This is an optimization exercise on Yosys and OpenROAD, whose aim is a short achievable clock period and few clock cycles per item, not a production implementation.
In this exercise RTL edits were held to simulation tests only and were not proved equivalent to the original.
The clock port is modelled as an ideal driver; clocking choices that lean on that would not hold on a real chip.
Power is estimated from default activity; no workload was simulated.

<file path="flow/constraint.sdc">
create_clock -name core_clock -period 10.0 [get_ports {clk}]
set_input_delay 2.0000 -clock core_clock [delete_from_list [all_inputs] [get_ports {clk}]]
set_output_delay 2.0000 -clock core_clock [all_outputs]
set_load 0.01 [all_outputs]
</file>
<file path="flow/flow/run.sh">
#!/bin/bash
set -euo pipefail
MARGIN=7
RESULTS=orfs/results/${FLOW_PLATFORM:-sky130hd}/load_store_traffic_generator/base
bash standard.sh SETUP_SLACK_MARGIN=$MARGIN cts > run_cts.log 2>&1
ODB_FILE=$RESULTS/4_cts.odb CLOCK_PORT=clk MAX_LOADS=4 \
  openroad -no_init -exit flow/unroot.tcl > run_unroot.log 2>&1
bash standard.sh SETUP_SLACK_MARGIN=$MARGIN finish > run_finish.log 2>&1
</file>
<file path="flow/standard.sh">
#!/bin/bash
# synth_recipe.tcl (not shown) runs the flow's synth.tcl, then flattens the netlist and writes it again
# the make line also repeats each setting of config.mk as NAME=value (left out here)
make -C /OpenROAD-flow-scripts/flow DESIGN_CONFIG=/design/flow/config.mk WORK_HOME=/design/flow/orfs CLKGATE_MAP_FILE= SYNTH_SCRIPT=/design/flow/synth_recipe.tcl "${@:-finish}"
</file>
<file path="flow/design.v">
`timescale 1ns / 1ps
package lstg_pkg;
  localparam logic [1:0] CMD_START  = 2'd0;
  localparam logic [1:0] CMD_ISSUE  = 2'd1;
  localparam logic [1:0] CMD_RESP   = 2'd2;
  localparam logic [1:0] CMD_STATUS = 2'd3;
  localparam logic [2:0] REG_BASE     = 3'd0;
  localparam logic [2:0] REG_MODE     = 3'd1;
  localparam logic [2:0] REG_COUNT    = 3'd2;
  localparam logic [2:0] REG_DO_LOADS = 3'd3;
  localparam logic [2:0] REG_LINE     = 3'd4;
  localparam logic [2:0] MODE_FIXED  = 3'd0;
  localparam logic [2:0] MODE_NEXT   = 3'd1;
  localparam logic [2:0] MODE_SEQ    = 3'd2;
  localparam logic [2:0] MODE_RANDOM = 3'd3;
  localparam logic [2:0] MODE_WTR    = 3'd4;
  localparam logic [63:0] BASE_RESET     = 64'h0000_0000_B490_0000;
  localparam logic [2:0]  MODE_RESET     = MODE_SEQ;
  localparam logic [12:0] COUNT_RESET    = 13'd16;
  localparam logic        DO_LOADS_RESET = 1'b1;
  localparam logic [12:0] LINE_RESET     = 13'd64;
  localparam logic [12:0] MAX_ACCESSES = 13'd4096;
  localparam logic [15:0] LFSR_SEED    = 16'hACE1;
  localparam logic [3:0]  STATUS_DONE  = 4'd12;
  localparam int CREDITS = 3;
  function automatic logic [13:0] clamp_count(input logic [12:0] c);
    if (c == 13'd0)              clamp_count = 14'd1;
    else if (c > MAX_ACCESSES)   clamp_count = {1'b0, MAX_ACCESSES};
    else                         clamp_count = {1'b0, c};
  endfunction
  function automatic logic [15:0] lfsr_next(input logic [15:0] l);
    lfsr_next = {l[0] ^ l[2] ^ l[3] ^ l[5], l[15:1]};
  endfunction
endpackage
`timescale 1ns / 1ps
module lstg_front #(
  parameter int DEPTH = 3
) (
  input  logic       clk,
  input  logic       rst_n,
  input  logic       push,
  input  logic [3:0] push_cmd,    
  input  logic       pop,
  output logic       head_valid,
  output logic [5:0] head_cmd     
);
  localparam int PTR_W = (DEPTH > 1) ? $clog2(DEPTH) : 1;
  localparam int CNT_W = $clog2(DEPTH + 1);
  logic [5:0]       slot_r [DEPTH];
  logic [PTR_W-1:0] wr_ptr_r, rd_ptr_r;
  logic [CNT_W-1:0] cnt_r;
  logic             hv_r;
  logic [5:0]       head_r;
  logic [5:0]       push_dec;
  logic             load_head, t_empty, t_push, t_pop;
  assign push_dec  = {push_cmd[3:2], push_cmd[1:0] == 2'd3, push_cmd[1:0] == 2'd2,
                      push_cmd[1:0] == 2'd1, push_cmd[1:0] == 2'd0};
  assign t_empty   = (cnt_r == '0);
  assign load_head = !hv_r || pop;
  assign t_pop     = load_head && !t_empty;
  assign t_push    = push && !(load_head && t_empty);
  always_ff @(posedge clk) begin
    if (!rst_n) begin
      hv_r     <= 1'b0;
      cnt_r    <= '0;
      wr_ptr_r <= '0;
      rd_ptr_r <= '0;
    end else begin
      if (load_head) hv_r <= !t_empty || push;
      if (t_pop) rd_ptr_r <= (rd_ptr_r == PTR_W'(DEPTH - 1)) ? '0 : rd_ptr_r + PTR_W'(1);
      if (t_push) wr_ptr_r <= (wr_ptr_r == PTR_W'(DEPTH - 1)) ? '0 : wr_ptr_r + PTR_W'(1);
      cnt_r <= cnt_r + CNT_W'(t_push) - CNT_W'(t_pop);
    end
  end
  always_ff @(posedge clk) begin
    if (load_head) head_r <= t_empty ? push_dec : slot_r[rd_ptr_r];
    if (t_push) slot_r[wr_ptr_r] <= push_dec;
  end
  assign head_valid = hv_r;
  assign head_cmd   = head_r;
endmodule
`timescale 1ns / 1ps
module lstg_queue #(
  parameter int DEPTH = 2
) (
  input  logic        clk,
  input  logic        rst_n,
  input  logic        in_valid,
  input  logic [71:0] in_data,
  output logic        out_tvalid,
  input  logic        out_tready,
  output logic [71:0] out_tdata
);
  localparam int PTR_W = (DEPTH > 1) ? $clog2(DEPTH) : 1;
  localparam int CNT_W = $clog2(DEPTH + 1);
  logic [71:0]      slot_r [DEPTH];
  logic [PTR_W-1:0] wr_ptr_r, rd_ptr_r;
  logic [CNT_W-1:0] cnt_r;       
  logic             ov_r, ov_n_r;
  logic [71:0]      o_r, o_n_r;    
  logic             load_o, f_empty, consume;
  logic [71:0]      cand;
  assign f_empty = (cnt_r == '0);
  assign load_o  = !ov_r || out_tready;
  assign consume = load_o && (!f_empty || in_valid);
  assign cand    = f_empty ? in_data : slot_r[rd_ptr_r];
  always_ff @(posedge clk) begin
    if (!rst_n) begin
      ov_r     <= 1'b0;
      ov_n_r   <= 1'b1;
      cnt_r    <= '0;
      wr_ptr_r <= '0;
      rd_ptr_r <= '0;
    end else begin
      ov_r   <= load_o ? (!f_empty || in_valid) : !ov_n_r;
      ov_n_r <= load_o ? !(!f_empty || in_valid) : ov_n_r;
      if (consume) rd_ptr_r <= (rd_ptr_r == PTR_W'(DEPTH - 1)) ? '0 : rd_ptr_r + PTR_W'(1);
      if (in_valid) wr_ptr_r <= (wr_ptr_r == PTR_W'(DEPTH - 1)) ? '0 : wr_ptr_r + PTR_W'(1);
      cnt_r <= cnt_r + CNT_W'(in_valid) - CNT_W'(consume);
    end
  end
  always_ff @(posedge clk) begin
    o_r   <= load_o ? cand : ~o_n_r;
    o_n_r <= load_o ? ~cand : o_n_r;
    if (in_valid) slot_r[wr_ptr_r] <= in_data;
  end
  assign out_tvalid = ov_r;
  assign out_tdata  = o_r;
endmodule
`timescale 1ns / 1ps
module lstg_back (
  input  logic        clk,
  input  logic        rst_n,
  input  logic [63:0] base,
  input  logic [4:0]  mode_oh,   
  input  logic [13:0] n,         
  input  logic [13:0] total,     
  input  logic        do_loads,
  input  logic [12:0] line,
  input  logic        wr_addr,   
  input  logic        wr_seq,    
  input  logic        head_valid,
  input  logic [5:0]  head_cmd,  
  output logic        pop,
  output logic        res_valid,
  output logic [71:0] res_data
);
  localparam int QD = 5;     
  logic m_wtr, m_rnd, m_seq, m_next, m_fixed;
  assign {m_wtr, m_rnd, m_seq, m_next, m_fixed} = mode_oh;
  logic [50:0] base_hp13_r;    
  logic [37:0] base_hp26_r;    
  logic [13:0] nxt_lo_r;       
  logic [63:0] nxt_r;          
  always_ff @(posedge clk) begin
    if (!rst_n) begin
      base_hp13_r <= lstg_pkg::BASE_RESET[63:13] + 51'd1;
      base_hp26_r <= lstg_pkg::BASE_RESET[63:26] + 38'd1;
      nxt_lo_r    <= {1'b0, lstg_pkg::BASE_RESET[12:0]} + {1'b0, lstg_pkg::LINE_RESET};
      nxt_r       <= lstg_pkg::BASE_RESET + {51'd0, lstg_pkg::LINE_RESET};
    end else begin
      base_hp13_r <= base[63:13] + 51'd1;
      base_hp26_r <= base[63:26] + 38'd1;
      nxt_lo_r    <= {1'b0, base[12:0]} + {1'b0, line};
      nxt_r       <= {nxt_lo_r[13] ? base_hp13_r : base[63:13], nxt_lo_r[12:0]};
    end
  end
  logic        ph_idle_r, ph_run_r, ph_wait_r, ph_done_r;
  logic [13:0] iss0_r, iss1_r, iss2_r;    
  logic [13:0] rc0_r, rc1_r, rc2_r;       
  logic [13:0] wr0_r, wr1_r, wr2_r;       
  logic        held_r;
  logic [63:0] held_addr_r;
  logic [15:0] lfsr_r;
  logic        ci_r;     
  logic        ieq_r;    
  logic        ige_r;    
  logic        wlt_r;    
  logic        wge_r;    
  logic        rge_r;    
  logic [63:0] nfs_r;         
  logic [50:0] nfs_hp13_r;    
  logic        vseq_r;        
  function automatic logic [53:0] csa(input logic [26:0] a, input logic [26:0] b,
                                      input logic [26:0] c);
    logic [26:0] s, cy;
    s   = a ^ b ^ c;
    cy  = ((a & b) | (a & c) | (b & c)) << 1;
    csa = {cy, s};
  endfunction
  logic [15:0] pf_lfsr_r;            
  logic        s1v_r, s2v_r, s3v_r;
  logic [26:0] s1_r [3];             
  logic [26:0] s2_r [2];             
  logic [26:0] s3_r;                 
  logic [26:0] rq_r [QD];            
  logic [2:0]  rq_cnt_r;
  logic        flush_rnd, flush_seq;
  logic        pf_issue;
  logic        rq_push, rq_pop;
  logic [63:0] rq_head;
  assign flush_rnd = !rst_n || wr_addr;
  assign flush_seq = !rst_n || wr_seq;
  assign pf_issue  = (rq_cnt_r + {2'd0, s1v_r} + {2'd0, s2v_r} + {2'd0, s3v_r}) < 3'(QD);
  assign rq_head   = {rq_r[0][26] ? base_hp26_r : base[63:26], rq_r[0][25:0]};
  logic [26:0] pp [13];
  logic [26:0] l1 [9];
  logic [26:0] l2 [6];
  logic [26:0] l3 [4];
  logic [26:0] l4 [3];
  logic [26:0] m1 [4];
  logic [26:0] m2 [3];
  logic [26:0] m3 [2];
  always_comb begin
    for (int i = 0; i < 13; i++) pp[i] = pf_lfsr_r[i] ? (27'(line) << i) : 27'd0;
    for (int k = 0; k < 4; k++) {l1[2*k+1], l1[2*k]} = csa(pp[3*k], pp[3*k+1], pp[3*k+2]);
    l1[8] = pp[12];
    for (int k = 0; k < 3; k++) {l2[2*k+1], l2[2*k]} = csa(l1[3*k], l1[3*k+1], l1[3*k+2]);
    for (int k = 0; k < 2; k++) {l3[2*k+1], l3[2*k]} = csa(l2[3*k], l2[3*k+1], l2[3*k+2]);
    {l4[1], l4[0]} = csa(l3[0], l3[1], l3[2]);
    l4[2] = l3[3];
    m1[0] = s1_r[0];
    m1[1] = s1_r[1];
    m1[2] = s1_r[2];
    m1[3] = {1'b0, base[25:0]};
    {m2[1], m2[0]} = csa(m1[0], m1[1], m1[2]);
    m2[2] = m1[3];
    {m3[1], m3[0]} = csa(m2[0], m2[1], m2[2]);
  end
  always_ff @(posedge clk) begin
    for (int k = 0; k < 3; k++) s1_r[k] <= l4[k];
    s2_r[0] <= m3[0];
    s2_r[1] <= m3[1];
    s3_r    <= s2_r[0] + s2_r[1];
  end
  logic [4:0]  eng_cnt_r;
  logic [13:0] eng_idx_r;
  logic [26:0] eng_s_r, eng_c_r;
  logic [26:0] eng_p_r, eng_lo_r;
  logic [63:0] eng_res_r;
  logic [50:0] eng_hp13_r;    
  logic [13:0] eng_lp_r;      
  logic [13:0] idxs;
  logic [14:0] idx_diff;
  logic        eng_done;
  logic [53:0] eng_step;
  assign idx_diff = {1'b0, iss0_r} - {1'b0, n};
  assign idxs     = (m_wtr && !idx_diff[14]) ? idx_diff[13:0] : iss0_r;
  assign eng_done = (eng_cnt_r == 5'd1);
  assign eng_step = csa(eng_s_r << 1, eng_c_r << 1, eng_idx_r[13] ? {14'd0, line} : 27'd0);
  always_ff @(posedge clk) begin
    if (flush_seq) begin
      eng_cnt_r <= 5'd21;
    end else if (eng_cnt_r != '0) begin
      eng_cnt_r <= eng_cnt_r - 5'd1;
    end
    if (eng_cnt_r == 5'd21) begin
      eng_idx_r <= idxs;
      eng_s_r   <= '0;
      eng_c_r   <= '0;
    end else if (eng_cnt_r > 5'd6) begin
      eng_idx_r <= eng_idx_r << 1;
      eng_s_r   <= eng_step[26:0];
      eng_c_r   <= eng_step[53:27];
    end
    if (eng_cnt_r == 5'd6) eng_p_r   <= eng_s_r + eng_c_r;
    if (eng_cnt_r == 5'd5) eng_lo_r  <= {1'b0, base[25:0]} + eng_p_r;
    if (eng_cnt_r == 5'd4) eng_res_r <= {eng_lo_r[26] ? base_hp26_r : base[63:26], eng_lo_r[25:0]};
    if (eng_cnt_r == 5'd3) begin
      eng_hp13_r <= eng_res_r[63:13] + 51'd1;
      eng_lp_r   <= {1'b0, eng_res_r[12:0]} + {1'b0, line};
    end
  end
  logic        pa, rw;
  logic        is_start, is_issue, is_resp;
  logic        stall;
  logic        ev_start, vi, acc, form, rsp, wr, bad;
  logic        to_run, to_wait, to_done, finished;
  logic [63:0] fa, addr_use;
  logic        step_rnd;
  assign is_start = head_cmd[0];
  assign is_issue = head_cmd[1];
  assign is_resp  = head_cmd[2];
  assign pa       = head_cmd[4];
  assign rw       = head_cmd[5];
  assign stall = is_issue && (!vseq_r || (m_rnd && (rq_cnt_r == 3'd0)));
  assign pop   = head_valid && !stall;
  assign ev_start = pop && is_start && (ph_idle_r || ph_done_r);
  assign vi       = pop && is_issue && ph_run_r && ci_r;
  assign acc      = vi && pa;
  assign form     = vi && !held_r;
  assign rsp      = pop && is_resp && (ph_run_r || ph_wait_r);
  assign wr       = rsp && rw;
  assign bad      = pop && is_resp && ph_idle_r;
  assign to_wait  = acc && ieq_r && wlt_r;
  assign to_done  = rsp && rge_r;
  assign to_run   = ev_start || (wr && ph_wait_r && wge_r && !rge_r);
  assign finished = to_done || (ph_done_r && !ev_start);
  assign fa       = ({64{m_next}} & nxt_r) | ({64{m_seq | m_wtr}} & nfs_r)
                  | ({64{m_rnd}} & rq_head) | ({64{m_fixed}} & base);
  assign addr_use = held_r ? held_addr_r : fa;
  assign step_rnd = form && m_rnd;
  assign res_valid       = pop;
  assign res_data[0]     = vi;
  assign res_data[64:1]  = vi ? addr_use : 64'd0;
  assign res_data[65]    = vi && (m_wtr ? ige_r : do_loads);
  assign res_data[69:66] = finished ? lstg_pkg::STATUS_DONE : 4'd0;
  assign res_data[70]    = finished;
  assign res_data[71]    = bad;
  assign rq_pop  = step_rnd;
  assign rq_push = s3v_r;
  always_ff @(posedge clk) begin
    if (flush_rnd) begin
      pf_lfsr_r <= rst_n ? lfsr_r : lstg_pkg::LFSR_SEED;
      s1v_r     <= 1'b0;
      s2v_r     <= 1'b0;
      s3v_r     <= 1'b0;
      rq_cnt_r  <= '0;
    end else begin
      if (pf_issue) pf_lfsr_r <= lstg_pkg::lfsr_next(pf_lfsr_r);
      s1v_r    <= pf_issue;
      s2v_r    <= s1v_r;
      s3v_r    <= s2v_r;
      rq_cnt_r <= rq_cnt_r + 3'(rq_push) - 3'(rq_pop);
    end
  end
  for (genvar i = 0; i < QD; i++) begin : g_rq
    always_ff @(posedge clk) begin
      if (rq_pop) begin
        if (rq_push && (rq_cnt_r == 3'(i + 1))) rq_r[i] <= s3_r;
        else if (i < QD - 1)                    rq_r[i] <= rq_r[(i + 1) % QD];
      end else if (rq_push && (rq_cnt_r == 3'(i))) begin
        rq_r[i] <= s3_r;
      end
    end
  end
  always_ff @(posedge clk) begin
    if (!rst_n) begin
      ph_idle_r <= 1'b1;
      ph_run_r  <= 1'b0;
      ph_wait_r <= 1'b0;
      ph_done_r <= 1'b0;
      iss0_r    <= 14'd0;
      iss1_r    <= 14'd1;
      iss2_r    <= 14'd2;
      rc0_r     <= 14'd0;
      rc1_r     <= 14'd1;
      rc2_r     <= 14'd2;
      wr0_r     <= 14'd0;
      wr1_r     <= 14'd1;
      wr2_r     <= 14'd2;
      held_r    <= 1'b0;
      lfsr_r    <= lstg_pkg::LFSR_SEED;
      ci_r      <= 1'b1;
      ieq_r     <= (lstg_pkg::MODE_RESET == lstg_pkg::MODE_WTR) && (lstg_pkg::COUNT_RESET == 13'd1);
      ige_r     <= 1'b0;
      wlt_r     <= 1'b1;
      wge_r     <= (lstg_pkg::COUNT_RESET == 13'd1);
      rge_r     <= (lstg_pkg::COUNT_RESET == 13'd1);
      vseq_r    <= 1'b0;
    end else begin
      if (to_done) begin
        ph_idle_r <= 1'b0; ph_run_r <= 1'b0; ph_wait_r <= 1'b0; ph_done_r <= 1'b1;
      end else if (to_run) begin
        ph_idle_r <= 1'b0; ph_run_r <= 1'b1; ph_wait_r <= 1'b0; ph_done_r <= 1'b0;
      end else if (to_wait) begin
        ph_idle_r <= 1'b0; ph_run_r <= 1'b0; ph_wait_r <= 1'b1; ph_done_r <= 1'b0;
      end
      if (ev_start) begin
        iss0_r <= 14'd0;
        iss1_r <= 14'd1;
        iss2_r <= 14'd2;
        ci_r   <= 1'b1;
        ieq_r  <= m_wtr && (n == 14'd1);
        ige_r  <= 1'b0;
      end else if (acc) begin
        iss0_r <= iss1_r;
        iss1_r <= iss2_r;
        iss2_r <= iss2_r + 14'd1;
        ci_r   <= iss1_r < total;
        ieq_r  <= m_wtr && (iss2_r == n);
        ige_r  <= iss1_r >= n;
      end else begin
        ci_r   <= iss0_r < total;
        ieq_r  <= m_wtr && (iss1_r == n);
        ige_r  <= iss0_r >= n;
      end
      if (ev_start) begin
        rc0_r <= 14'd0;
        rc1_r <= 14'd1;
        rc2_r <= 14'd2;
        rge_r <= (total == 14'd1);
      end else if (rsp) begin
        rc0_r <= rc1_r;
        rc1_r <= rc2_r;
        rc2_r <= rc2_r + 14'd1;
        rge_r <= rc2_r >= total;
      end else begin
        rge_r <= rc1_r >= total;
      end
      if (ev_start) begin
        wr0_r <= 14'd0;
        wr1_r <= 14'd1;
        wr2_r <= 14'd2;
        wlt_r <= 1'b1;
        wge_r <= (n == 14'd1);
      end else if (wr) begin
        wr0_r <= wr1_r;
        wr1_r <= wr2_r;
        wr2_r <= wr2_r + 14'd1;
        wlt_r <= wr1_r < n;
        wge_r <= wr2_r >= n;
      end else begin
        wlt_r <= wr0_r < n;
        wge_r <= wr1_r >= n;
      end
      if (ev_start || to_done) held_r <= 1'b0;
      else if (vi)             held_r <= !pa;
      if (step_rnd) lfsr_r <= lstg_pkg::lfsr_next(lfsr_r);
      if (wr_seq)                    vseq_r <= 1'b0;
      else if (ev_start || eng_done) vseq_r <= 1'b1;
    end
  end
  logic [13:0] nfs_lp_r;
  always_ff @(posedge clk) begin
    if (vi) held_addr_r <= addr_use;
    if (ev_start || (acc && ieq_r)) begin
      nfs_r      <= base;
      nfs_hp13_r <= base_hp13_r;
      nfs_lp_r   <= nxt_lo_r;
    end else if (acc) begin
      nfs_r      <= {nfs_lp_r[13] ? nfs_hp13_r : nfs_r[63:13], nfs_lp_r[12:0]};
      nfs_hp13_r <= nfs_lp_r[13] ? nfs_hp13_r + 51'd1 : nfs_hp13_r;
      nfs_lp_r   <= {1'b0, nfs_lp_r[12:0]} + {1'b0, line};
    end else if (eng_done && !vseq_r) begin
      nfs_r      <= eng_res_r;
      nfs_hp13_r <= eng_hp13_r;
      nfs_lp_r   <= eng_lp_r;
    end
  end
endmodule
`timescale 1ns / 1ps
module load_store_traffic_generator (
  input  logic        clk,
  input  logic        rst_n,
  input  logic        in_tvalid,
  output logic        in_tready,
  input  logic [7:0]  in_tdata,    
  output logic        out_tvalid,
  input  logic        out_tready,
  output logic [71:0] out_tdata,   
  input  logic        cfg_valid,
  output logic        cfg_ready,
  input  logic [2:0]  cfg_index,
  input  logic [63:0] cfg_data
);
  localparam int CW = $clog2(lstg_pkg::CREDITS + 1);
  logic [63:0] base_r;
  logic [4:0]  mode_oh_r;   
  logic [4:0]  mode_wr;
  logic [13:0] n_r;         
  logic [13:0] total_r;     
  logic        loads_r;
  logic [13:0] n_wr;
  logic [12:0] line_r;
  assign cfg_ready = 1'b1;
  assign n_wr    = lstg_pkg::clamp_count(cfg_data[12:0]);
  assign mode_wr = {cfg_data[2:0] == lstg_pkg::MODE_WTR, cfg_data[2:0] == lstg_pkg::MODE_RANDOM,
                    cfg_data[2:0] == lstg_pkg::MODE_SEQ, cfg_data[2:0] == lstg_pkg::MODE_NEXT,
                    cfg_data[2:0] == lstg_pkg::MODE_FIXED || cfg_data[2:0] > lstg_pkg::MODE_WTR};
  always_ff @(posedge clk) begin
    if (!rst_n) begin
      base_r  <= lstg_pkg::BASE_RESET;
      mode_oh_r <= 5'b00100;
      n_r     <= {1'b0, lstg_pkg::COUNT_RESET};
      total_r <= {1'b0, lstg_pkg::COUNT_RESET};
      loads_r <= lstg_pkg::DO_LOADS_RESET;
      line_r  <= lstg_pkg::LINE_RESET;
    end else if (cfg_valid) begin
      case (cfg_index)
        lstg_pkg::REG_BASE:     base_r  <= cfg_data;
        lstg_pkg::REG_MODE: begin
          mode_oh_r <= mode_wr;
          total_r   <= mode_wr[4] ? {n_r[12:0], 1'b0} : n_r;
        end
        lstg_pkg::REG_COUNT: begin
          n_r     <= n_wr;
          total_r <= mode_oh_r[4] ? {n_wr[12:0], 1'b0} : n_wr;
        end
        lstg_pkg::REG_DO_LOADS: loads_r <= cfg_data[0];
        lstg_pkg::REG_LINE:     line_r  <= cfg_data[12:0];
        default: ;
      endcase
    end
  end
  logic [CW-1:0] owed_r;
  logic          ready_r;
  logic          acc_in, take;
  assign acc_in = in_tvalid && ready_r;
  assign take   = out_tvalid && out_tready;
  always_ff @(posedge clk) begin
    if (!rst_n) begin
      owed_r  <= '0;
      ready_r <= 1'b1;
    end else begin
      owed_r <= owed_r + CW'(acc_in) - CW'(take);
      if (acc_in && !take)      ready_r <= (owed_r < CW'(lstg_pkg::CREDITS - 1));
      else if (!acc_in && take) ready_r <= 1'b1;
      else                      ready_r <= (owed_r < CW'(lstg_pkg::CREDITS));
    end
  end
  assign in_tready = ready_r;
  logic        head_valid;
  logic [5:0]  head_cmd;
  logic        pop;
  logic        res_valid;
  logic [71:0] res_data;
  lstg_front #(
    .DEPTH (lstg_pkg::CREDITS - 1)
  ) u_front (
    .clk        (clk),
    .rst_n      (rst_n),
    .push       (acc_in),
    .push_cmd   (in_tdata[3:0]),
    .pop        (pop),
    .head_valid (head_valid),
    .head_cmd   (head_cmd)
  );
  lstg_back u_back (
    .clk        (clk),
    .rst_n      (rst_n),
    .base       (base_r),
    .mode_oh    (mode_oh_r),
    .n          (n_r),
    .total      (total_r),
    .do_loads   (loads_r),
    .line       (line_r),
    .wr_addr    (cfg_valid && (cfg_index == lstg_pkg::REG_BASE || cfg_index == lstg_pkg::REG_LINE)),
    .wr_seq     (cfg_valid && (cfg_index == lstg_pkg::REG_BASE || cfg_index == lstg_pkg::REG_LINE
                               || cfg_index == lstg_pkg::REG_MODE || cfg_index == lstg_pkg::REG_COUNT)),
    .head_valid (head_valid),
    .head_cmd   (head_cmd),
    .pop        (pop),
    .res_valid  (res_valid),
    .res_data   (res_data)
  );
  lstg_queue #(
    .DEPTH (lstg_pkg::CREDITS - 1)
  ) u_queue (
    .clk        (clk),
    .rst_n      (rst_n),
    .in_valid   (res_valid),
    .in_data    (res_data),
    .out_tvalid (out_tvalid),
    .out_tready (out_tready),
    .out_tdata  (out_tdata)
  );
endmodule
</file>
<file path="flow/config.mk">
export PLATFORM = sky130hd
export DESIGN_NAME = load_store_traffic_generator
export DESIGN_NICKNAME = load_store_traffic_generator
export VERILOG_FILES = /design/flow/design.v
export SDC_FILE = /design/flow/constraint.sdc
export NUM_CORES = 4
export LEC_CHECK = 0
export ABC_CLOCK_PERIOD_IN_PS = 2500
export CAP_MARGIN = 20
export CORE_MARGIN = 2
export CORE_UTILIZATION = 65
export CTS_CLUSTER_DIAMETER = 100
export CTS_CLUSTER_SIZE = 26
export PLACE_DENSITY = 0.75
export SLEW_MARGIN = 20
</file>
<file path="flow/flow/unroot.tcl">
# Take out the clock tree's root buffer: the clock port then drives the root's loads (the
# first level of the tree, four buffers at most) directly. The tree below is unchanged, so every
# register's clock keeps the same balance; only the root buffer's delay is gone.
read_db $::env(ODB_FILE)
set block [ord::get_db_block]
set clk_net [[$block findBTerm $::env(CLOCK_PORT)] getNet]
set roots {}
foreach it [$clk_net getITerms] { lappend roots [$it getInst] }
if { [llength $roots] != 1 } {
  puts "unroot: the clock port drives [llength $roots] cells, not one root buffer; nothing done"
  exit 0
}
set root [lindex $roots 0]
set master [[$root getMaster] getName]
if { ![string match "sky130_fd_sc_hd__clkbuf_*" $master] } {
  puts "unroot: the clock port drives $master, not a clock buffer; nothing done"
  exit 0
}
set out_net {}
foreach it [$root getITerms] {
  if { [$it isOutputSignal] } { set out_net [$it getNet] }
}
set loads {}
foreach it [$out_net getITerms] {
  if { [$it getInst] != $root } { lappend loads $it }
}
if { [llength $loads] > $::env(MAX_LOADS) } {
  puts "unroot: the root buffer drives [llength $loads] pins, more than $::env(MAX_LOADS); nothing done"
  exit 0
}
foreach it $loads {
  $it disconnect
  $it connect $clk_net
}
puts "unroot: removed [$root getName] ($master); the clock port now drives [llength $loads] pins"
odb::dbInst_destroy $root
odb::dbNet_destroy $out_net
write_db $::env(ODB_FILE)
</file>
==> flow_summary.json, run 1 <==
{
  "core_area_mm2": 0.1072,
  "syn_to_final_growth_pct": 10.14,
  "syn_area_per_cell_um2": 10.27,
  "drc_errors": 0,
  "die_x_um": 332.8,
  "postPlaceCellArea_mm2": 0.07274,
  "async_flop_share_pct": 0,
  "layout.nets": 7462,
  "clkPwrFrac_pct": 24.7,
  "rows": 120,
  "vdd_drop_max_mv": 0.1807,
  "wl_per_cell_um": 22.81,
  "ios": 155,
  "tns_ns": 0,
  "routed_wl_um": 191000,
  "antenna_found_initial": 10,
  "timing.final.crit_share_pct": 32.02,
  "die-area_mm2": 0.1108,
  "setup.worst_path.end_class": "primary output",
  "grt_max_degree": 114,
  "slowest_delay_ns": 0.41,
  "h-tree-depth": 3,
  "synth_edf_count": 679,
  "track_usage_pct": 33.48,
  "critPathKind": "flop to primary output",
  "power.switching_mw": 3.773,
  "synth_area_leaders": "edfxtp_1 (29%), dfxtp_1 (22%), nand2_1 (5.4%)",
  "yosysSeqAreaShare_pct": 51.29,
  "yosysMostFrequentCell": "nand2_1",
  "final_cell_area_mm2": 0.07740,
  "p_per_area_mw_per_mm2": 169.1,
  "clkLatencyLatePin_ns": 0.69,
  "final.fill_count": 7720,
  "p_int_mw": 9.320,
  "portBuffers": 147,
  "synth_ff_type": "dfxtp_1",
  "status": "timing/DRC/antenna clean",
  "cts_root_buf": "clkbuf_16",
  "report.power.total_mw": 13.09,
  "place_congestion": 0.8821,
  "start_util_pct": 65.56,
  "cts_tree": "built",
  "vias": 52240,
  "gr-total-overflow": 0,
  "clkTransAtPathRegs_ns": 0.10,
  "netSwitchingFraction_pct": 28.82,
  "finClkSkew_ns": 0.02538,
  "firstDrtPassIters": 9,
  "grt_pass1_wl_um": 289000,
  "ys_types": 79,
  "max_freq_mhz": 312.3,
  "pwr-share-comb_pct": 18.9,
  "syn_inst": 6846,
  "drtIter0Drc": 6197,
  "vias_per_cell": 6.238,
  "synth_common_cells": "nand2_1 (1020), dfxtp_1 (782), edfxtp_1 (679)",
  "hold_violations": 0,
  "crit_arrival_ns": 1.20,
  "hold_path.class": "flop to flop",
  "p_leak_nw": 30.35,
  "setup_viol": 0,
  "drive_above_1_share_pct": 11.87,
  "cp_max_fo": 2,
  "hpwl_um": 118400,
  "yosysWarnings": 15,
  "worstSetupStartpointType": "flop",
  "rsz0062_at_grt": "true",
  "dieHeight_um": 332.8,
  "syn_area_mm2": 0.07028,
  "power_frac_seq_pct": 56.4,
  "ys_ff_latch": 1461,
  "yosys.area.top_type_share_pct": 29.01,
  "path_delay_family": "flip-flops",
  "path_cells": "buf_6",
  "min_period_ns": 3.202,
  "drtAntennaViolNets": 0,
  "clock_path_buffers": 3,
  "crit_required_ns": 8.00,
  "slowest_stage": "dfxtp_4",
  "finalMaxSlewViolations": 0,
  "cts.sink_count": 1461,
  "maxSlewHeadroom_pct": 21.72,
  "netlist.top_cell.by_area": "edfxtp_1",
  "maxCapViolCount": 0,
  "worst_pin_slew_ns": 1.174,
  "cp_num_buf_inv": 1,
  "grt_pass1_vias": 49520,
  "numCtsBuffers": 66
}
logic make-up (layout without fill, tap and decap cells):
family	count (synthesis)	in the layout	synth area share, %
multiplexers	384	384	5.743
other	2	5	0.01069
buffers and inverters	639	753	3.536
AND/OR/NAND/NOR	2381	2388	15.05
XOR/XNOR	326	326	4.063
flip-flops	1461	1461	51.29
AO/OA/AOI/OAI	1190	1191	10.33
adder cells (fa/ha/maj)	463	463	9.984
per-stage QoR:
step | setup slack, ns | util [%] | hold slack, ns | instances
2_1_floorplan | 4.959 | - | 0.3096 | 6847
6_report | 6.798 | 72.20 | 0.4169 | 8374
3_5_place_dp | 4.902 | 67.85 | 0.4045 | 8074
5_1_grt | 6.780 | 72.20 | 0.4297 | 8372
4_1_cts | 6.776 | 71.22 | 0.4171 | 8309
3_3_place_gp | 4.933 | 67.81 | 0.4001 | 8071
repair_timing:
action	in CTS	in global routing
gates cloned	22	1
pin swaps	20	47
setup buffers	95	62
endpoints found under the setup margin	1213	477
hold buffers	0	0
resized for setup	539	192
routing by layer:
layer | GRT usage, % | share of wire (%) | wire, µm
met5 | 0 | 0.041 | 78
met4 | 12.13 | 3.6 | 6836
met3 | 5.953 | 10 | 19610
met2 | 52.09 | 45 | 86310
met1 | 47.28 | 41 | 78160
layout by cell type (no fill, tap or decap), types with 41 or more instances in the layout:
cell type	synthesis	final
nand2_1	1020	999
dfxtp_1	782	696
edfxtp_1	679	679
nor2_1	665	652
a21oi_1	522	509
ha_1	300	293
inv_1	248	239
mux2i_1	230	227
and2_1	210	202
xnor2_1	186	185
buf_4	9	175
o21ai_0	187	162
fa_1	163	156
mux2_2	154	154
xor2_1	140	138
nand3_1	138	134
o22ai_1	84	84
a31oi_1	78	77
clkbuf_16	0	69
a21o_1	65	65
nand4_1	58	58
dfxtp_2	0	58
clkdlybuf4s50_1	0	56
buf_6	0	54
and3_1	57	51
or3_1	52	48
nor3_1	49	44
clkbuf_1	300	42
buf_2	42	41
power by group through the flow:
| stage | clock (mW) | combinational (mW) | sequential [mW] |
|---|---|---|---|
| after floorplan | 0 | 1.44 | 7.42 |
| after global placement | 0 | 2.18 | 7.47 |
| after detailed placement | 0 | 2.25 | 7.50 |
| after CTS | 3.26 | 2.37 | 7.37 |
| after global routing | 3.46 | 2.67 | 7.45 |
| final | 3.23 | 2.47 | 7.39 |
registers in the layout, summed over array words and instances, names as in the netlist, 68 cells and up, named ones only:
signal          cells
u_back.rq_r       135
u_queue.o_r        68
u_queue.o_n_r      68
u_queue.slot_r    136
final timing paths:
path,from,to,slack [ns],cells past startpoint
max,u_queue.ov_r,out_tvalid,6.80,1
min reg2reg,u_queue.o_n_r[54],u_queue.o_r[54],0.42,1
min,u_queue.o_n_r[54],u_queue.o_r[54],0.42,1
max reg2reg,u_back.rq_cnt_r[1],u_back.rq_cnt_r[2],6.91,15
final cells by class:
cell class	count	area, µm²	area share, %
Timing Repair inverter	2	17.52	0.02263
Timing Repair Buffer	383	3761	4.859
Antenna cell	2	5.005	0.006466
Sequential cell	1461	36220	46.80
Inverter	250	975.9	1.261
Clock inverter	6	86.33	0.1115
Tap cell	1403	1755	2.268
Clock buffer	112	1881	2.430
Multi-Input combinational cell	4755	32700	42.25
Testbench counts, summed over its fixed seeds: cycles 56,580, items 53,091.
==> inputs of run 2 (changes only) <==
--- a/flow/design.v
+++ b/flow/design.v
@@ -91,3 +91,4 @@
   input  logic        out_tready,
-  output logic [71:0] out_tdata
+  output logic [71:0] out_tdata,
+  output logic        taken        
 );
@@ -103,3 +104,3 @@
   assign f_empty = (cnt_r == '0);
-  assign load_o  = !ov_r || out_tready;
+  assign load_o  = ov_n_r || out_tready;
   assign consume = load_o && (!f_empty || in_valid);
@@ -127,2 +128,3 @@
   assign out_tvalid = ov_r;
+  assign taken      = !ov_n_r && out_tready;
   assign out_tdata  = o_r;
@@ -153,3 +155,2 @@
   logic [13:0] nxt_lo_r;       
-  logic [63:0] nxt_r;          
   always_ff @(posedge clk) begin
@@ -159,3 +160,2 @@
       nxt_lo_r    <= {1'b0, lstg_pkg::BASE_RESET[12:0]} + {1'b0, lstg_pkg::LINE_RESET};
-      nxt_r       <= lstg_pkg::BASE_RESET + {51'd0, lstg_pkg::LINE_RESET};
     end else begin
@@ -164,3 +164,2 @@
       nxt_lo_r    <= {1'b0, base[12:0]} + {1'b0, line};
-      nxt_r       <= {nxt_lo_r[13] ? base_hp13_r : base[63:13], nxt_lo_r[12:0]};
     end
@@ -182,2 +181,3 @@
   logic [50:0] nfs_hp13_r;    
+  logic [13:0] nfs_lp_r;      
   logic        vseq_r;        
@@ -192,3 +192,3 @@
   logic        s1v_r, s2v_r, s3v_r;
-  logic [26:0] s1_r [3];             
+  logic [26:0] s1_r [4];             
   logic [26:0] s2_r [2];             
@@ -196,3 +196,4 @@
   logic [26:0] rq_r [QD];            
-  logic [2:0]  rq_cnt_r;
+  logic [QD-1:0] rq_v_r;             
+  logic [QD-1:0] occ_r;              
   logic        flush_rnd, flush_seq;
@@ -203,3 +204,3 @@
   assign flush_seq = !rst_n || wr_seq;
-  assign pf_issue  = (rq_cnt_r + {2'd0, s1v_r} + {2'd0, s2v_r} + {2'd0, s3v_r}) < 3'(QD);
+  assign pf_issue  = !occ_r[QD-1];
   assign rq_head   = {rq_r[0][26] ? base_hp26_r : base[63:26], rq_r[0][25:0]};
@@ -209,6 +210,6 @@
   logic [26:0] l3 [4];
-  logic [26:0] l4 [3];
-  logic [26:0] m1 [4];
-  logic [26:0] m2 [3];
-  logic [26:0] m3 [2];
+  logic [26:0] m1 [5];
+  logic [26:0] m2 [4];
+  logic [26:0] m3 [3];
+  logic [26:0] m4 [2];
   always_comb begin
@@ -219,16 +220,15 @@
     for (int k = 0; k < 2; k++) {l3[2*k+1], l3[2*k]} = csa(l2[3*k], l2[3*k+1], l2[3*k+2]);
-    {l4[1], l4[0]} = csa(l3[0], l3[1], l3[2]);
-    l4[2] = l3[3];
-    m1[0] = s1_r[0];
-    m1[1] = s1_r[1];
-    m1[2] = s1_r[2];
-    m1[3] = {1'b0, base[25:0]};
+    for (int k = 0; k < 4; k++) m1[k] = s1_r[k];
+    m1[4] = {1'b0, base[25:0]};
     {m2[1], m2[0]} = csa(m1[0], m1[1], m1[2]);
     m2[2] = m1[3];
+    m2[3] = m1[4];
     {m3[1], m3[0]} = csa(m2[0], m2[1], m2[2]);
+    m3[2] = m2[3];
+    {m4[1], m4[0]} = csa(m3[0], m3[1], m3[2]);
   end
   always_ff @(posedge clk) begin
-    for (int k = 0; k < 3; k++) s1_r[k] <= l4[k];
-    s2_r[0] <= m3[0];
-    s2_r[1] <= m3[1];
+    for (int k = 0; k < 4; k++) s1_r[k] <= l3[k];
+    s2_r[0] <= m4[0];
+    s2_r[1] <= m4[1];
     s3_r    <= s2_r[0] + s2_r[1];
@@ -247,3 +247,3 @@
   assign idx_diff = {1'b0, iss0_r} - {1'b0, n};
-  assign idxs     = (m_wtr && !idx_diff[14]) ? idx_diff[13:0] : iss0_r;
+  assign idxs     = (m_wtr && !idx_diff[14]) ? idx_diff[13:0] : (m_seq || m_wtr) ? iss0_r : 14'd0;
   assign eng_done = (eng_cnt_r == 5'd1);
@@ -285,3 +285,3 @@
   assign rw       = head_cmd[5];
-  assign stall = is_issue && (!vseq_r || (m_rnd && (rq_cnt_r == 3'd0)));
+  assign stall = is_issue && (!vseq_r || (m_rnd && !rq_v_r[0]));
   assign pop   = head_valid && !stall;
@@ -298,3 +298,4 @@
   assign finished = to_done || (ph_done_r && !ev_start);
-  assign fa       = ({64{m_next}} & nxt_r) | ({64{m_seq | m_wtr}} & nfs_r)
+  assign fa       = ({64{m_next}} & {nfs_lp_r[13] ? nfs_hp13_r : nfs_r[63:13], nfs_lp_r[12:0]})
+                  | ({64{m_seq | m_wtr}} & nfs_r)
                   | ({64{m_rnd}} & rq_head) | ({64{m_fixed}} & base);
@@ -317,9 +318,13 @@
       s3v_r     <= 1'b0;
-      rq_cnt_r  <= '0;
+      rq_v_r    <= '0;
+      occ_r     <= '0;
     end else begin
       if (pf_issue) pf_lfsr_r <= lstg_pkg::lfsr_next(pf_lfsr_r);
-      s1v_r    <= pf_issue;
-      s2v_r    <= s1v_r;
-      s3v_r    <= s2v_r;
-      rq_cnt_r <= rq_cnt_r + 3'(rq_push) - 3'(rq_pop);
+      s1v_r <= pf_issue;
+      s2v_r <= s1v_r;
+      s3v_r <= s2v_r;
+      if (rq_push && !rq_pop)      rq_v_r <= {rq_v_r[QD-2:0], 1'b1};
+      else if (!rq_push && rq_pop) rq_v_r <= {1'b0, rq_v_r[QD-1:1]};
+      if (pf_issue && !rq_pop)      occ_r <= {occ_r[QD-2:0], 1'b1};
+      else if (!pf_issue && rq_pop) occ_r <= {1'b0, occ_r[QD-1:1]};
     end
@@ -327,7 +332,10 @@
   for (genvar i = 0; i < QD; i++) begin : g_rq
+    logic last_used, first_free;
+    assign last_used  = rq_v_r[i] && ((i == QD - 1) || !rq_v_r[(i + 1) % QD]);
+    assign first_free = !rq_v_r[i] && ((i == 0) || rq_v_r[(i + QD - 1) % QD]);
     always_ff @(posedge clk) begin
       if (rq_pop) begin
-        if (rq_push && (rq_cnt_r == 3'(i + 1))) rq_r[i] <= s3_r;
-        else if (i < QD - 1)                    rq_r[i] <= rq_r[(i + 1) % QD];
-      end else if (rq_push && (rq_cnt_r == 3'(i))) begin
+        if (rq_push && last_used) rq_r[i] <= s3_r;
+        else if (i < QD - 1)      rq_r[i] <= rq_r[(i + 1) % QD];
+      end else if (rq_push && first_free) begin
         rq_r[i] <= s3_r;
@@ -423,3 +431,2 @@
   end
-  logic [13:0] nfs_lp_r;
   always_ff @(posedge clk) begin
@@ -430,3 +437,3 @@
       nfs_lp_r   <= nxt_lo_r;
-    end else if (acc) begin
+    end else if (acc && (m_seq || m_wtr)) begin
       nfs_r      <= {nfs_lp_r[13] ? nfs_hp13_r : nfs_r[63:13], nfs_lp_r[12:0]};
@@ -496,17 +503,22 @@
   logic [CW-1:0] owed_r;
-  logic          ready_r;
+  logic          ready_r, ready_n_r;    
   logic          acc_in, take;
-  assign acc_in = in_tvalid && ready_r;
-  assign take   = out_tvalid && out_tready;
+  logic          ready_nxt;
+  assign acc_in = in_tvalid && !ready_n_r;
   always_ff @(posedge clk) begin
     if (!rst_n) begin
-      owed_r  <= '0;
-      ready_r <= 1'b1;
+      owed_r    <= '0;
+      ready_r   <= 1'b1;
+      ready_n_r <= 1'b0;
     end else begin
-      owed_r <= owed_r + CW'(acc_in) - CW'(take);
-      if (acc_in && !take)      ready_r <= (owed_r < CW'(lstg_pkg::CREDITS - 1));
-      else if (!acc_in && take) ready_r <= 1'b1;
-      else                      ready_r <= (owed_r < CW'(lstg_pkg::CREDITS));
+      owed_r    <= owed_r + CW'(acc_in) - CW'(take);
+      ready_r   <= ready_nxt;
+      ready_n_r <= !ready_nxt;
     end
   end
+  always_comb begin
+    if (acc_in && !take)      ready_nxt = (owed_r < CW'(lstg_pkg::CREDITS - 1));
+    else if (!acc_in && take) ready_nxt = 1'b1;
+    else                      ready_nxt = (owed_r < CW'(lstg_pkg::CREDITS));
+  end
   assign in_tready = ready_r;
@@ -555,3 +567,4 @@
     .out_tready (out_tready),
-    .out_tdata  (out_tdata)
+    .out_tdata  (out_tdata),
+    .taken      (take)
   );
--- a/flow/flow/run.sh
+++ b/flow/flow/run.sh
@@ -2,3 +2,3 @@
 set -euo pipefail
-MARGIN=7
+MARGIN=7.1
 RESULTS=orfs/results/${FLOW_PLATFORM:-sky130hd}/load_store_traffic_generator/base
==> flow/flow/unroot.tcl (replaced) <==
read_db $::env(ODB_FILE)
set block [ord::get_db_block]
set max_loads $::env(MAX_LOADS)
set clk_net [[$block findBTerm $::env(CLOCK_PORT)] getNet]

proc out_iterm { inst } {
  foreach it [$inst getITerms] {
    if { [$it isOutputSignal] } { return $it }
  }
  return {}
}
proc in_iterm { inst } {
  foreach it [$inst getITerms] {
    if { [$it isInputSignal] } { return $it }
  }
  return {}
}
proc is_clkbuf { inst } {
  return [string match "sky130_fd_sc_hd__clkbuf_*" [[$inst getMaster] getName]]
}
proc center { inst } {
  set b [$inst getBBox]
  return [list [expr {([$b xMin] + [$b xMax]) / 2.0}] [expr {([$b yMin] + [$b yMax]) / 2.0}]]
}

set roots {}
foreach it [$clk_net getITerms] { lappend roots [$it getInst] }
if { [llength $roots] != 1 || ![is_clkbuf [lindex $roots 0]] } {
  puts "unroot: the clock port does not drive a single clock buffer; nothing done"
  exit 0
}
set root [lindex $roots 0]
set root_net [[out_iterm $root] getNet]
set mids {}
foreach it [$root_net getITerms] {
  if { [$it getInst] == $root } { continue }
  set inst [$it getInst]
  if { ![is_clkbuf $inst] || [$it getMTerm] != [[in_iterm $inst] getMTerm] } {
    puts "unroot: the root drives [[$inst getMaster] getName], not only clock buffers; nothing done"
    exit 0
  }
  lappend mids $inst
}

# merge first-level buffers in nearest pairs until few enough are left
while { [llength $mids] > $max_loads } {
  if { [llength $mids] % 2 } {
    puts "unroot: [llength $mids] first-level buffers, not an even number; nothing done"
    exit 0
  }
  set left $mids
  set kept {}
  while { [llength $left] } {
    set a [lindex $left 0]
    set left [lrange $left 1 end]
    lassign [center $a] ax ay
    set best -1
    set best_d 0
    for { set i 0 } { $i < [llength $left] } { incr i } {
      lassign [center [lindex $left $i]] bx by
      set d [expr {abs($ax - $bx) + abs($ay - $by)}]
      if { $best < 0 || $d < $best_d } { set best $i; set best_d $d }
    }
    set b [lindex $left $best]
    set left [lreplace $left $best $best]
    # b's loads move to a's output net; b goes
    set a_net [[out_iterm $a] getNet]
    set b_net [[out_iterm $b] getNet]
    foreach it [$b_net getITerms] {
      if { [$it getInst] == $b } { continue }
      $it disconnect
      $it connect $a_net
    }
    puts "unroot: merged [$b getName] into [$a getName] ([format %.0f $best_d] dbu apart)"
    [in_iterm $b] disconnect
    odb::dbInst_destroy $b
    odb::dbNet_destroy $b_net
    lappend kept $a
  }
  set mids $kept
}

foreach it [$root_net getITerms] {
  if { [$it getInst] == $root } { continue }
  $it disconnect
  $it connect $clk_net
}
[in_iterm $root] disconnect
puts "unroot: removed [$root getName]; the clock port now drives [llength [$clk_net getITerms]] pins"
odb::dbInst_destroy $root
odb::dbNet_destroy $root_net
write_db $::env(ODB_FILE)
==> run 2 against run 1 <==
Against the previous run: cell count shrank 2.3%; clock power shrank 8.4%; clock skew grew 0.0077 ns; non-clock buffer count shrank 26; critical path type is now flop to flop; largest cell class unchanged.
==> flow_summary.json, run 2 <==
{
  "timing.final.crit_share_pct": 30.59,
  "die_x_um": 330.5,
  "yosysWarnings": 15,
  "clkLatencyLatePin_ns": 0.52,
  "grt_max_degree": 193,
  "synth_common_cells": "nand2_1 (1005), dfxtp_1 (738), edfxtp_1 (679)",
  "place_congestion": 0.9018,
  "grt_pass1_vias": 48690,
  "maxCapViolCount": 0,
  "regMostFlops": "u_queue.slot_r",
  "reg_top3": "u_queue.slot_r x136, u_back.rq_r x135, u_back.s1_r x70",
  "layout.nets": 7277,
  "drive_above_1_share_pct": 13.21,
  "setup_viol": 0,
  "max_freq_mhz": 327.0,
  "setup.worst_path.end_class": "flop",
  "final_cell_mix": "nand2_1 (978), edfxtp_1 (679), dfxtp_1 (658)",
  "cts_tree": "built",
  "vias_per_cell": 6.306,
  "drtAntennaViolNets": 0,
  "start_util_pct": 65.65,
  "firstDrtPassIters": 10,
  "p_per_area_mw_per_mm2": 164.8,
  "hold_path.class": "flop to flop",
  "track_usage_pct": 34.02,
  "worstSetupStartpointType": "flop",
  "drtIter0Drc": 5783,
  "final_common_cell": "nand2_1",
  "worst_pin_slew_ns": 1.197,
  "hold_violations": 0,
  "maxSlewHeadroom_pct": 20.18,
  "reg2regPathDepth": 13,
  "portBuffers": 147,
  "vias": 51580,
  "syn_area_per_cell_um2": 10.36,
  "synth_ff_type": "dfxtp_1",
  "synth_edf_count": 679,
  "rsz0062_at_grt": "true",
  "yosys.area.top_type_share_pct": 29.42,
  "ys_types": 102,
  "yosysMostFrequentCell": "nand2_1",
  "syn_area_mm2": 0.06930,
  "ys_ff_latch": 1417,
  "wl_per_cell_um": 23.82,
  "routed_wl_um": 194800,
  "final.fill_count": 7551,
  "syn_inst": 6686,
  "ios": 155,
  "rows": 119,
  "syn_to_final_growth_pct": 10.89,
  "report.power.total_mw": 12.66,
  "hpwl_um": 116500,
  "clock_path_buffers": 3,
  "gr-total-overflow": 0,
  "largest_reg_flops": 136,
  "finalMaxSlewViolations": 0,
  "dieHeight_um": 330.5,
  "h-tree-depth": 2,
  "critPathKind": "flop to flop",
  "finClkSkew_ns": 0.03305,
  "cp_max_fo": 7,
  "cts_root_buf": "clkbuf_16",
  "die-area_mm2": 0.1092,
  "cts.sink_count": 1417,
  "drc_errors": 0,
  "antenna_found_initial": 4,
  "vdd_drop_max_mv": 0.1544,
  "crit_required_ns": 10.25,
  "numCtsBuffers": 60,
  "crit_arrival_ns": 3.30,
  "synth_area_leaders": "edfxtp_1 (29%), dfxtp_1 (21%), nand2_1 (5.4%)",
  "clkTransAtPathRegs_ns": 0.11,
  "grt_pass1_wl_um": 286700,
  "netlist.top_cell.by_area": "edfxtp_1",
  "status": "timing/DRC/antenna clean",
  "core_area_mm2": 0.1056,
  "p_leak_nw": 29.67,
  "min_path_cells": 0,
  "tns_ns": 0,
  "yosysSeqAreaShare_pct": 50.74,
  "min_period_ns": 3.059,
  "async_flop_share_pct": 0
}
run 2: cell types whose count changed after synthesis, sizes merged, moves of 14 or more:
cell and change:
a21oi +76, and2 -29, a31oi -39, buf +15
mux2 +14, o21ai +93, clkbuf -20, nor2 -251
inv +44, dfxtp -44, or3 -14, nand3 -20
run 2: cells by family after synthesis:
family / synth area share (%)
and+or+nand+nor: 13.44
buffers and inverters: 3.831
adders and majority gates: 10.04
other: 0.01084
xor gates and xnor gates: 4.095
DFF: 50.74
AOI/OAI and AO/OA: 11.85
muxes: 5.994
run 2: area by class of cell:
| class | count | area, µm² | share of cell area, % |
|---|---|---|---|
| timing repair buffer | 357 | 3832 | 4.987 |
| multi-input combinational | 4604 | 33030 | 42.98 |
| sequential | 1417 | 35300 | 45.93 |
| timing repair inverter | 4 | 51.30 | 0.06675 |
| antenna | 3 | 7.507 | 0.009769 |
| clock buffer | 106 | 1684 | 2.191 |
| tap | 1391 | 1740 | 2.265 |
| clock inverter | 3 | 33.78 | 0.04396 |
| inverter | 294 | 1169 | 1.521 |
run 2: where the power goes:
part | leakage (nW) | switching (mW) | internal (mW)
Combinational | 16.5 | 1.52 | 1.00
Clock | 0.816 | 1.80 | 1.16
Sequential | 12.4 | 0.365 | 6.81
run 2: final timing paths:
path                           from                  end  slack (ns)
setup / recovery             n_r[8]  u_back.eng_idx_r[8]        6.94
hold / removal    u_back.s2_r[0][0]       u_back.s3_r[0]        0.34
hold reg to reg   u_back.s2_r[0][0]       u_back.s3_r[0]        0.34
setup reg to reg             n_r[8]  u_back.eng_idx_r[8]        6.94
run 2: routing by layer:
| layer | wire length (µm) | up-vias | share of wire (%) | GRT usage (%) |
|---|---|---|---|---|
| met2 | 89050 | 2581 | 46 | 54.05 |
| li1 | - | 23520 | - | - |
| met3 | 19400 | 437 | 10 | 5.959 |
| met5 | 23 | - | 0.012 | 0 |
| met1 | 76480 | 25030 | 39 | 45.97 |
| met4 | 9836 | 4 | 5.0 | 15.28 |
run 2: what timing repair did:
item / 4_1_cts / 5_1_grt
cloned: 23 / 15
setup endpoints to repair: 1170 / 721
gates resized for setup: 606 / 200
hold buffers: 0 / 0
pin swaps: 67 / 65
setup buffers: 72 / 53
run 2: through the flow:
stage | worst slack, ns | cell area [µm²] | hold slack [ns] | util, % | instances
2_1_floorplan | 6.223 | 69790 | 0.3096 | - | 6687
3_3_place_gp | 5.171 | 71770 | 0.3260 | 67.98 | 7902
3_5_place_dp | 5.140 | 71780 | 0.3352 | 68.00 | 7903
4_1_cts | 6.766 | 75450 | 0.3620 | 71.47 | 8108
5_1_grt | 6.831 | 76840 | 0.3544 | 72.79 | 8176
6_report | 6.941 | 76850 | 0.3439 | 72.80 | 8179
run 2: critical path: stages (launching register included):
cell and delay, ns:
dfxtp_1 0.47, inv_1 0.25, ha_1 0.43, nand2_1 0.09, nor2_1 0.05, a211oi_1 0.26
o21ai_2 0.14, o221a_4 0.27, o31ai_4 0.26, buf_12 0.19, buf_12 0.11, nor2_4 0.03
a31oi_4 0.17, a21oi_1 0.08
Testbench counts of run 2, summed over its fixed seeds: cycles 56,580, items 53,091.
==> inputs of run 3 (changes only) <==
--- a/flow/design.v
+++ b/flow/design.v
@@ -95,6 +95,5 @@
   localparam int PTR_W = (DEPTH > 1) ? $clog2(DEPTH) : 1;
-  localparam int CNT_W = $clog2(DEPTH + 1);
   logic [71:0]      slot_r [DEPTH];
   logic [PTR_W-1:0] wr_ptr_r, rd_ptr_r;
-  logic [CNT_W-1:0] cnt_r;       
+  logic [DEPTH-1:0] cnt_r;       
   logic             ov_r, ov_n_r;
@@ -103,3 +102,3 @@
   logic [71:0]      cand;
-  assign f_empty = (cnt_r == '0);
+  assign f_empty = !cnt_r[0];
   assign load_o  = ov_n_r || out_tready;
@@ -119,3 +118,4 @@
       if (in_valid) wr_ptr_r <= (wr_ptr_r == PTR_W'(DEPTH - 1)) ? '0 : wr_ptr_r + PTR_W'(1);
-      cnt_r <= cnt_r + CNT_W'(in_valid) - CNT_W'(consume);
+      if (in_valid && !consume)      cnt_r <= {cnt_r[DEPTH-2:0], 1'b1};
+      else if (!in_valid && consume) cnt_r <= {1'b0, cnt_r[DEPTH-1:1]};
     end
@@ -235,6 +235,20 @@
   end
-  logic [4:0]  eng_cnt_r;
+  localparam logic [5:0] E_SNAP = 6'd30;    
+  localparam logic [5:0] E_IDX  = 6'd29;    
+  localparam logic [5:0] E_MUL  = 6'd28;    
+  localparam logic [5:0] E_P0   = 6'd14;    
+  localparam logic [5:0] E_P1   = 6'd13;    
+  localparam logic [5:0] E_L0   = 6'd12;    
+  localparam logic [5:0] E_L1   = 6'd11;    
+  localparam logic [5:0] E_RES  = 6'd10;    
+  localparam logic [5:0] E_FIN  = 6'd9;     
+  logic [5:0]  eng_cnt_r;
+  logic [14:0] eng_d_r;        
+  logic [13:0] eng_iss_r;
   logic [13:0] eng_idx_r;
   logic [26:0] eng_s_r, eng_c_r;
-  logic [26:0] eng_p_r, eng_lo_r;
+  logic [14:0] eng_p0_r;
+  logic [26:0] eng_p_r;
+  logic [14:0] eng_l0_r;
+  logic [26:0] eng_lo_r;
   logic [63:0] eng_res_r;
@@ -242,9 +256,5 @@
   logic [13:0] eng_lp_r;      
-  logic [13:0] idxs;
-  logic [14:0] idx_diff;
   logic        eng_done;
   logic [53:0] eng_step;
-  assign idx_diff = {1'b0, iss0_r} - {1'b0, n};
-  assign idxs     = (m_wtr && !idx_diff[14]) ? idx_diff[13:0] : (m_seq || m_wtr) ? iss0_r : 14'd0;
-  assign eng_done = (eng_cnt_r == 5'd1);
+  assign eng_done = (eng_cnt_r == 6'd1);
   assign eng_step = csa(eng_s_r << 1, eng_c_r << 1, eng_idx_r[13] ? {14'd0, line} : 27'd0);
@@ -252,11 +262,15 @@
     if (flush_seq) begin
-      eng_cnt_r <= 5'd21;
+      eng_cnt_r <= E_SNAP;
     end else if (eng_cnt_r != '0) begin
-      eng_cnt_r <= eng_cnt_r - 5'd1;
+      eng_cnt_r <= eng_cnt_r - 6'd1;
     end
-    if (eng_cnt_r == 5'd21) begin
-      eng_idx_r <= idxs;
+    if (eng_cnt_r == E_SNAP) begin
+      eng_d_r   <= {1'b0, iss0_r} - {1'b0, n};
+      eng_iss_r <= iss0_r;
+    end
+    if (eng_cnt_r == E_IDX) begin
+      eng_idx_r <= (m_wtr && !eng_d_r[14]) ? eng_d_r[13:0] : (m_seq || m_wtr) ? eng_iss_r : 14'd0;
       eng_s_r   <= '0;
       eng_c_r   <= '0;
-    end else if (eng_cnt_r > 5'd6) begin
+    end else if (eng_cnt_r <= E_MUL && eng_cnt_r > E_P0) begin
       eng_idx_r <= eng_idx_r << 1;
@@ -265,6 +279,10 @@
     end
-    if (eng_cnt_r == 5'd6) eng_p_r   <= eng_s_r + eng_c_r;
-    if (eng_cnt_r == 5'd5) eng_lo_r  <= {1'b0, base[25:0]} + eng_p_r;
-    if (eng_cnt_r == 5'd4) eng_res_r <= {eng_lo_r[26] ? base_hp26_r : base[63:26], eng_lo_r[25:0]};
-    if (eng_cnt_r == 5'd3) begin
+    if (eng_cnt_r == E_P0) eng_p0_r <= {1'b0, eng_s_r[13:0]} + {1'b0, eng_c_r[13:0]};
+    if (eng_cnt_r == E_P1) eng_p_r  <= {eng_s_r[26:14] + eng_c_r[26:14] + {12'd0, eng_p0_r[14]},
+                                        eng_p0_r[13:0]};
+    if (eng_cnt_r == E_L0) eng_l0_r <= {1'b0, base[13:0]} + {1'b0, eng_p_r[13:0]};
+    if (eng_cnt_r == E_L1) eng_lo_r <= {{1'b0, base[25:14]} + {1'b0, eng_p_r[25:14]}
+                                        + {12'd0, eng_l0_r[14]}, eng_l0_r[13:0]};
+    if (eng_cnt_r == E_RES) eng_res_r <= {eng_lo_r[26] ? base_hp26_r : base[63:26], eng_lo_r[25:0]};
+    if (eng_cnt_r == E_FIN) begin
       eng_hp13_r <= eng_res_r[63:13] + 51'd1;
--- a/flow/flow/run.sh
+++ b/flow/flow/run.sh
@@ -2,3 +2,3 @@
 set -euo pipefail
-MARGIN=7.1
+MARGIN=7.3
 RESULTS=orfs/results/${FLOW_PLATFORM:-sky130hd}/load_store_traffic_generator/base
==> run 3 against run 2 <==
Against the previous run: global-route usage fell by 1.1 points; combinational power fell by 6%; setup slack improved by 0.046 ns; core utilization rose by 0.19 points; sequential share of layout area rose by 0.69 points; critical path depth fell by 12; first-iteration DRC count rose by 15%; non-clock buffer count rose by 11; via count rose by 2.8%; largest cell class unchanged; highest routed layer unchanged; sequential power rose by 2%; routed wire length rose by 0.55%; flip-flop and latch count rose by 57; still clean on timing, DRC and antenna; critical endpoint is now out_tdata[57].
==> flow_summary.json, run 3 <==
{
  "drtAntennaViolNets": 0,
  "reg2regPathDepth": 9,
  "min_period_ns": 3.012,
  "synth_edf_count": 737,
  "crit_arrival_ns": 1.01,
  "syn_area_mm2": 0.07115,
  "clkLatencyLatePin_ns": 0.54,
  "path_delay_family": "flip-flops",
  "hold_violations": 0,
  "reg_top3": "u_queue.slot_r x136, u_back.rq_r x135, u_back.s1_r x70",
  "wl_per_cell_um": 23.34,
  "dp_cells": 8107,
  "crit_required_ns": 8.00,
  "power_frac_seq_pct": 57.2,
  "ys_types": 86,
  "hold_path.class": "flop to flop",
  "syn_to_final_growth_pct": 11.50,
  "drc_errors": 0,
  "numCtsBuffers": 67,
  "dieHeight_um": 334.9,
  "final.fill_count": 7641,
  "max_freq_mhz": 332.0,
  "timing.final.crit_share_pct": 30.12,
  "status": "timing/DRC/antenna clean",
  "finClkSkew_ns": 0.04915,
  "maxSlewHeadroom_pct": 25.34,
  "firstDrtPassIters": 9,
  "yosysSeqAreaShare_pct": 51.84,
  "worstSetupStartpointType": "flop",
  "hpwl_um": 118800,
  "final_common_cell": "nand2_1",
  "stdcell_count": 8390,
  "clock_path_buffers": 3,
  "cts_tree": "built",
  "min_path_cells": 0,
  "track_usage_pct": 32.93,
  "hold_end": "u_back.s3_r[0]",
  "largest_reg_flops": 136,
  "worstHoldStart": "u_back.s2_r[0][0]",
  "cts_root_buf": "clkbuf_16",
  "antenna_found_initial": 11,
  "pwr-share-comb_pct": 18.4,
  "tns_ns": 0,
  "syn_inst": 6850,
  "cts.sink_count": 1474,
  "ys_ff_latch": 1474,
  "met3_usage_pct": 4.852,
  "setup_viol": 0,
  "grt_pass1_wl_um": 287400,
  "yosysMostFrequentCell": "nand2_1",
  "p_int_mw": 9.184,
  "vias_per_cell": 6.321,
  "final_cell_mix": "nand2_1 (982), edfxtp_1 (737), dfxtp_1 (688)",
  "netSwitchingFraction_pct": 28.41,
  "synth_common_cells": "nand2_1 (1070), dfxtp_1 (737), edfxtp_1 (737)",
  "die-area_mm2": 0.1121,
  "layout.nets": 7467,
  "h-tree-depth": 3,
  "cp_max_fo": 1,
  "regMostFlops": "u_queue.slot_r",
  "path_cells": "buf_6",
  "yosys.area.top_type_share_pct": 31.10,
  "rows": 121,
  "place_congestion": 0.9031,
  "cts_hold_buf": 0,
  "cp_num_buf_inv": 1,
  "hold_ws_ns": 0.3366,
  "grt_max_degree": 101,
  "p_per_area_mw_per_mm2": 161.7,
  "synth_ff_type": "edfxtp_1",
  "clkTransAtPathRegs_ns": 0.10,
  "async_flop_share_pct": 0,
  "syn_area_per_cell_um2": 10.39,
  "core_area_mm2": 0.1087,
  "ios": 155,
  "setup.worst_path.end_class": "primary output",
  "critPathKind": "flop to primary output",
  "drtIter0Drc": 6651,
  "use_met2_pct": 52.63,
  "slowest_stage": "dfxtp_2",
  "rsz0062_at_grt": "true",
  "finalMaxSlewViolations": 0,
  "vias": 53030,
  "die_x_um": 334.9,
  "netlist.top_cell.by_area": "edfxtp_1",
  "ff2ff_setup_slack_ns": 7.32,
  "portBuffers": 147,
  "grt-busiest-layer": "met2",
  "met1_usage_pct": 46.30,
  "routed_wl_um": 195900,
  "p_leak_nw": 30.34,
  "slowest_delay_ns": 0.37,
  "vdd_drop_max_mv": 0.1449,
  "maxCapViolCount": 0,
  "worst_pin_slew_ns": 1.120,
  "power.switching_mw": 3.645,
  "reg2reg_from": "u_back.nfs_lp_r[0]",
  "reg2reg_to": "u_back.nfs_lp_r[12]",
  "grt_pass1_vias": 49650,
  "start_util_pct": 65.46,
  "yosysWarnings": 15,
  "synth_area_leaders": "edfxtp_1 (31%), dfxtp_1 (21%), nand2_1 (5.6%)",
  "gr-total-overflow": 0,
  "drive_above_1_share_pct": 12.37,
  "clkPwrFrac_pct": 24.3
}
run 3: cell count changes after synthesis, moves of 39 or more:
cell	previous run	this run
nor2_1	413	374
inv_1	289	351
edfxtp_1	679	737
nand2_1	1005	1070
a21oi_1	596	523
xor2_1	143	78
o21ai_0	277	340
xnor2_1	181	253
mux2_2	168	93
run 3: logic make-up (layout without fill, tap and decap cells):
family | after synthesis | count (layout) | share of synthesized area [%]
compound gates | 1381 | 1382 | 11.72
flops | 1474 | 1474 | 51.84
xor+xnor | 331 | 331 | 4.074
simple gates | 2143 | 2157 | 13.70
mux | 330 | 330 | 4.806
fa+ha+maj | 461 | 461 | 9.837
buf+inv | 728 | 837 | 4.008
other cells | 2 | 4 | 0.01055
run 3: routing by layer:
metal,up-vias,routed length [µm]
met5,-,23
met4,4,8368
met3,451,19840
met2,2685,89250
met1,25760,78370
li1,24130,-
run 3: power by group through the flow:
stage / clock network, mW / registers (mW) / logic (mW)
after floorplan: 0 / 7.34 / 1.53
after CTS: 3.31 / 7.34 / 2.20
after global placement: 0 / 7.45 / 2.06
after detailed placement: 0 / 7.47 / 2.11
after global routing: 3.33 / 7.39 / 2.57
final: 3.12 / 7.34 / 2.37
run 3: worst max path at each step:
stage | endpoint | startpoint | cells after the start | slack, ns
2_1_floorplan | total_r[10] | cfg_data[1] | 8 | 6.78
3_3_place_gp | n_r[1] | cfg_index[1] | 6 | 5.26
3_5_place_dp | n_r[1] | cfg_index[1] | 6 | 5.22
4_1_cts | out_tdata[69] | u_queue.o_r[70] | 1 | 6.82
5_1_grt | out_tdata[57] | u_queue.o_r[57] | 1 | 6.97
6_report | out_tdata[57] | u_queue.o_r[57] | 1 | 6.99
run 3: cell type report:
type	count	area [µm²]	area share, %
clock buffer	109	1813	2.285
inverter	354	1375	1.733
sequential	1474	36990	46.62
multi-input combinational	4664	33290	41.96
tap	1414	1769	2.230
timing repair inverter	2	22.52	0.02839
antenna	1	2.502	0.003154
timing repair buffer	368	4031	5.081
clock inverter	4	48.80	0.06150
run 3: worst reg2reg max path: cells and delay by family (launching register included):
family,cells,cell delay (ns)
AOI/OAI and AO/OA,6,1.32
adders and majority gates,2,0.61
DFF,1,0.41
and+or+nand+nor,1,0.08
run 3: repair_timing:
action | CTS | global route
gates cloned | 22 | 19
setup endpoints to repair | 1508 | 817
pin swaps | 38 | 92
resized for setup | 573 | 325
setup buffers | 58 | 70
run 3: metrics by stage:
step	area [µm²]	power (mW)	setup WS, ns	util (%)
after detailed placement	73900	9.586	5.223	67.98
after floorplan	72140	8.868	6.781	-
after global placement	73900	9.507	5.259	67.98
after global routing	79340	13.29	6.973	72.99
final	79340	12.83	6.988	72.99
after CTS	77290	12.84	6.824	71.10
Testbench counts of run 3, summed over its fixed seeds: cycles 56,579, items 53,091.

-- port drivers added, routing unchanged --
How much do the figures lean on ideal ports? The routed layouts below were timed once more, with nothing changed but the port constraints. Step 1 (the two cells are an assumption about what drives the block):
set clk [get_ports {clk}]
set_driving_cell -lib_cell sky130_fd_sc_hd__clkbuf_16 $clk
set_driving_cell -lib_cell sky130_fd_sc_hd__buf_2 [delete_from_list [all_inputs] $clk]
Step 2, shift: input delay + t, output delay - t, t = (earliest + latest rising clock arrival at the registers) / 2. This alone moves slack from input paths to output paths. Three values: no drivers, after step 1, after step 2; two values: the first two.
| run | t, ns | setup slack, ns | hold slack, ns | worst setup path at the end | slew at the worst register clock pin (ns) |
|---|---|---|---|---|---|
| run 1 | 0.757 | 6.798 / 6.720 / 6.334 | 0.417 / 0.417 / 0.417 | input to register | 0.11 / 0.11 |
| run 2 | 0.665 | 6.941 / 6.861 / 6.523 | 0.344 / 0.344 / 0.344 | input to register | 0.12 / 0.12 |
| run 3 | 0.670 | 6.988 / 6.831 / 6.542 | 0.337 / 0.337 / 0.337 | input to register | 0.12 / 0.12 |
After both steps every run listed still meets setup and hold. For run 1, which loses most, drivers alone change the setup slack by -0.078 ns; drivers and shift together by -0.464 ns.
